From an optimization exercise on the open Yosys and OpenROAD flow, aimed at small area; shortcuts taken in it are not production practice.
Function was checked by simulation only, so behaviour that the tests miss may differ from the original.
The flow treats the clock pin as an ideal source, which a real chip does not have.
Power figures rest on the tool's default switching activity, not on a simulated workload.

==> wip/pepper: inputs <==
// battle_top
module battle_top
#(
	parameter int FRAME_PERIOD = 1000
) (
	input logic clock,
	input logic rst,
	input logic [3:0] key,
	output battle_pkg::coord_t pix_x,
	output battle_pkg::coord_t pix_y,
	output battle_pkg::colour_t pix_colour,
	output logic plot,
	output battle_pkg::fuel_t fuel,
	output logic turn
);
clock: 10.0 ns
lec_check: 0
cap_margin: 20
core_margin: 2
core_utilization: 40
slew_margin: 20
standard.sh (not shown) runs the stock make flow with config.mk's settings and CLKGATE_MAP_FILE= SYNTH_SCRIPT=/design/flow/synth_recipe.tcl, a recipe that flattens the netlist after the stock synthesis.
==> flow/flow/run.sh <==
#!/bin/bash
# Own layout flow:
#  1. the standard synthesis (standard.sh synth), unchanged;
#  2. the logic between its registers remapped by Yosys/ABC for area
#     (remap.ys with each of remap_*.abc; the smallest result is kept);
#     every register keeps its cell and its name;
#  3. the standard layout (standard.sh) of that netlist, given to ORFS
#     as SYNTH_NETLIST_FILES, with two changes:
#     - the port buffers are sky130_fd_sc_hd__buf_1: each port drives or is
#       driven by one cell, so a larger buffer is not needed;
#     - clock tree synthesis inserts no dummy loads, and a clock buffer
#       whose flip-flop clock pins see a slew over 100 ps is upsized
#       (post_cts.tcl, run as ORFS's POST_CTS_TCL hook).
# Logs: make_synth.log and synth_orfs/ (step 1), yosys_remap_*.log (step 2),
# make.log and orfs/logs (step 3), all in this folder.
set -euo pipefail
work=$(pwd)
plat=$FLOW_PLATFORM
lib=$FLOW_HOME/platforms/$plat/lib/sky130_fd_sc_hd__tt_025C_1v80.lib
dontuse=""
for c in probe_p_8 probec_p_8 lpflow_bleeder_1 lpflow_clkbufkapwr_1 lpflow_clkbufkapwr_16 \
	lpflow_clkbufkapwr_2 lpflow_clkbufkapwr_4 lpflow_clkbufkapwr_8 lpflow_clkinvkapwr_1 \
	lpflow_clkinvkapwr_16 lpflow_clkinvkapwr_2 lpflow_clkinvkapwr_4 lpflow_clkinvkapwr_8 \
	lpflow_decapkapwr_12 lpflow_decapkapwr_3 lpflow_decapkapwr_4 lpflow_decapkapwr_6 \
	lpflow_decapkapwr_8 lpflow_inputiso0n_1 lpflow_inputiso0p_1 lpflow_inputiso1n_1 \
	lpflow_inputiso1p_1 lpflow_inputisolatch_1 lpflow_isobufsrc_1 lpflow_isobufsrc_16 \
	lpflow_isobufsrc_2 lpflow_isobufsrc_4 lpflow_isobufsrc_8 lpflow_isobufsrckapwr_16 \
	lpflow_lsbuf_lh_hl_isowell_tap_1 lpflow_lsbuf_lh_hl_isowell_tap_2 \
	lpflow_lsbuf_lh_hl_isowell_tap_4 lpflow_lsbuf_lh_isowell_4 lpflow_lsbuf_lh_isowell_tap_1 \
	lpflow_lsbuf_lh_isowell_tap_2 lpflow_lsbuf_lh_isowell_tap_4; do
	dontuse="$dontuse -dont_use sky130_fd_sc_hd__$c"
done

# 1. standard synthesis
bash standard.sh synth > make_synth.log 2>&1
cp orfs/results/$plat/battle_top/base/1_2_yosys.v std_synth.v
mv orfs synth_orfs

# 2. remap the logic
best=""
best_area=""
for script in flow/remap_*.abc; do
	name=$(basename $script .abc)
	sed -e "s|@LIB@|$lib|g" -e "s|@TOP@|$FLOW_TOP|g" -e "s|@WORK@|$work|g" \
		-e "s|@DONTUSE@|$dontuse|g" -e "s|@ABC@|$work/$script|g" \
		-e "s|@OUT@|$work/$name.v|g" flow/remap.ys > ${name}_run.ys
	if yosys -l yosys_$name.log ${name}_run.ys > /dev/null 2>&1; then
		area=$(grep 'Chip area' yosys_$name.log | tail -1 | awk '{print $NF}')
		echo "$name: $area" >> remap_areas.txt
		if [[ -z "$best" ]] || awk "BEGIN { exit !($area < $best_area) }"; then
			best=$name
			best_area=$area
		fi
	fi
done
[[ -n "$best" ]]
echo "kept: $best" >> remap_areas.txt
cp $best.v remap.v

# 3. layout
export SYNTH_NETLIST_FILES=$work/remap.v
export BUFFER_PORTS_ARGS="-buffer_cell sky130_fd_sc_hd__buf_1"
export CTS_ARGS="-sink_clustering_enable -repair_clock_nets -buf_list sky130_fd_sc_hd__clkbuf_8 -sink_clustering_size 60 -sink_clustering_max_diameter 300 -dont_use_dummy_load"
export POST_CTS_TCL=$work/flow/post_cts.tcl
bash standard.sh > make.log 2>&1
==> flow/flow/remap_f3.abc <==
strash
ifraig
balance
rewrite
refactor
balance
rewrite
rewrite -z
balance
refactor -z
rewrite -z
balance
balance -l
resub -K 6 -l
rewrite -l
resub -K 6 -N 2 -l
refactor -l
resub -K 8 -l
balance -l
resub -K 8 -N 2 -l
rewrite -l
resub -K 10 -l
rewrite -z -l
resub -K 10 -N 2 -l
balance -l
resub -K 12 -l
refactor -z -l
resub -K 12 -N 2 -l
rewrite -z -l
balance -l
dch -f
amap
strash
dch -f
amap
strash
dch -f
amap
topo
stime -c
==> flow/flow/remap_g3.abc <==
strash
ifraig
balance -l
resub -K 6 -l
rewrite -l
resub -K 6 -N 2 -l
refactor -l
resub -K 8 -l
balance -l
resub -K 8 -N 2 -l
rewrite -l
resub -K 10 -l
rewrite -z -l
resub -K 10 -N 2 -l
balance -l
resub -K 12 -l
refactor -z -l
resub -K 12 -N 2 -l
rewrite -z -l
balance -l
dch -f
amap
strash
dch -f
map -a
strash
dch -f
amap
topo
stime -c
==> flow/flow/remap_h6.abc <==
strash
ifraig
balance -l
resub -K 6 -l
rewrite -l
resub -K 6 -N 2 -l
refactor -l
resub -K 8 -l
balance -l
resub -K 8 -N 2 -l
rewrite -l
resub -K 10 -l
rewrite -z -l
resub -K 10 -N 2 -l
balance -l
resub -K 12 -l
refactor -z -l
resub -K 12 -N 2 -l
rewrite -z -l
balance -l
dch -f
amap -F 3
strash
dch -f
amap -F 3
strash
dch -f
amap -F 3
topo
stime -c
Other scripts of this flow, unchanged in this note and not shown: flow/flow/post_cts.tcl, flow/flow/remap.ys, flow/flow/remap_g5.abc, flow/flow/remap_h3.abc
==> wip/fjord: changes against wip/pepper <==
--- a/flow/flow/run.sh
+++ b/flow/flow/run.sh
@@ -37,14 +37,22 @@
 mv orfs synth_orfs
 
 # 2. remap the logic
-best=""
-best_area=""
+# each script in its own Yosys run, four at a time; &deepsyn runs stop
+# after a set time
 for script in flow/remap_*.abc; do
 	name=$(basename $script .abc)
 	sed -e "s|@LIB@|$lib|g" -e "s|@TOP@|$FLOW_TOP|g" -e "s|@WORK@|$work|g" \
 		-e "s|@DONTUSE@|$dontuse|g" -e "s|@ABC@|$work/$script|g" \
 		-e "s|@OUT@|$work/$name.v|g" flow/remap.ys > ${name}_run.ys
-	if yosys -l yosys_$name.log ${name}_run.ys > /dev/null 2>&1; then
+	( yosys -l yosys_$name.log ${name}_run.ys > /dev/null 2>&1 && touch $name.ok ) &
+	while (( $(jobs -rp | wc -l) >= 4 )); do sleep 1; done
+done
+wait
+best=""
+best_area=""
+for script in flow/remap_*.abc; do
+	name=$(basename $script .abc)
+	if [[ -f $name.ok ]]; then
 		area=$(grep 'Chip area' yosys_$name.log | tail -1 | awk '{print $NF}')
 		echo "$name: $area" >> remap_areas.txt
 		if [[ -z "$best" ]] || awk "BEGIN { exit !($area < $best_area) }"; then
==> flow/flow/remap_ds0.abc (new file) <==
strash
ifraig
&get -n
&deepsyn -T 40 -S 0
&put
dch -f
amap -F 3
strash
dch -f
amap -F 3
topo
stime -c
==> flow/flow/remap_ds11.abc (new file) <==
strash
ifraig
&get -n
&deepsyn -T 40 -S 11
&put
dch -f
amap -F 3
strash
dch -f
amap -F 3
topo
stime -c
==> flow/flow/remap_ds3.abc (new file) <==
strash
ifraig
&get -n
&deepsyn -T 40 -S 3
&put
dch -f
amap -F 3
strash
dch -f
amap -F 3
topo
stime -c
==> flow/flow/remap_ds42.abc (new file) <==
strash
ifraig
&get -n
&deepsyn -T 40 -S 42
&put
dch -f
amap -F 3
strash
dch -f
amap -F 3
topo
stime -c
removed: flow/flow/remap_f3.abc
removed: flow/flow/remap_g3.abc
removed: flow/flow/remap_h6.abc
==> flow_metrics.tcl <==
set metrics [dict create \
    mostFrequentLayoutCells "nor2_1, clkinv_1, a21oi_1, o21ai_0, edfxtp_1" \
    crit_end "pix_x[6]" \
    grt_first_pass_wirelength_um 13600 \
    outcome "finished clean" \
    multi_input_gates 276 \
    multi_input_area_share 0.429 \
    pwr-share-comb 0.185 \
    dr.pass1.iters 5 \
    fp.dieW_um 94.6 \
]
[end of results for wip/pepper]
==> flow_metrics.tcl <==
set metrics [dict create \
    pwr-share-comb 0.177 \
    outcome "finished clean" \
    fp.dieW_um 92.9 \
    multi_input_gates 257 \
    multi_input_area_share 0.408 \
    mostFrequentLayoutCells "nor2_1, clkinv_1, nand2_1, o21ai_0, edfxtp_1" \
]
[end of results for wip/fjord]

-- afterwards: timing with drivers on the ports --
How much do the figures lean on ideal ports? The routed layouts below were timed once more, with nothing changed but the port constraints. Step 1: set_driving_cell puts a clkbuf_16 on clock and a buf_2 on each other input, an assumption about the parent block. Step 2 adds t to the input delays and takes it off the output delays; t is the mean of the earliest and latest rising clock arrival at the registers after step 1. Input paths then give back, and output paths get back, about the clock's delay inside the block. Three values: ideal ports, drivers, drivers and shift; two values: the first two.
run | shift t [ns] | slack for setup (ns) | latest minus earliest clock arrival (ns) | worst data-port slew with drivers (ns)
wip/pepper | 0.334 | 1.979 / 1.947 / 2.259 | 0.013 / 0.013 | 0.04
wip/fjord | 0.328 | 1.737 / 1.718 / 1.718 | 0.025 / 0.025 | 0.03
After both steps setup and hold are still met in every run listed. The setup slack of wip/fjord, which loses most, moves by -0.019 ns with the drivers and by -0.019 ns with both steps.
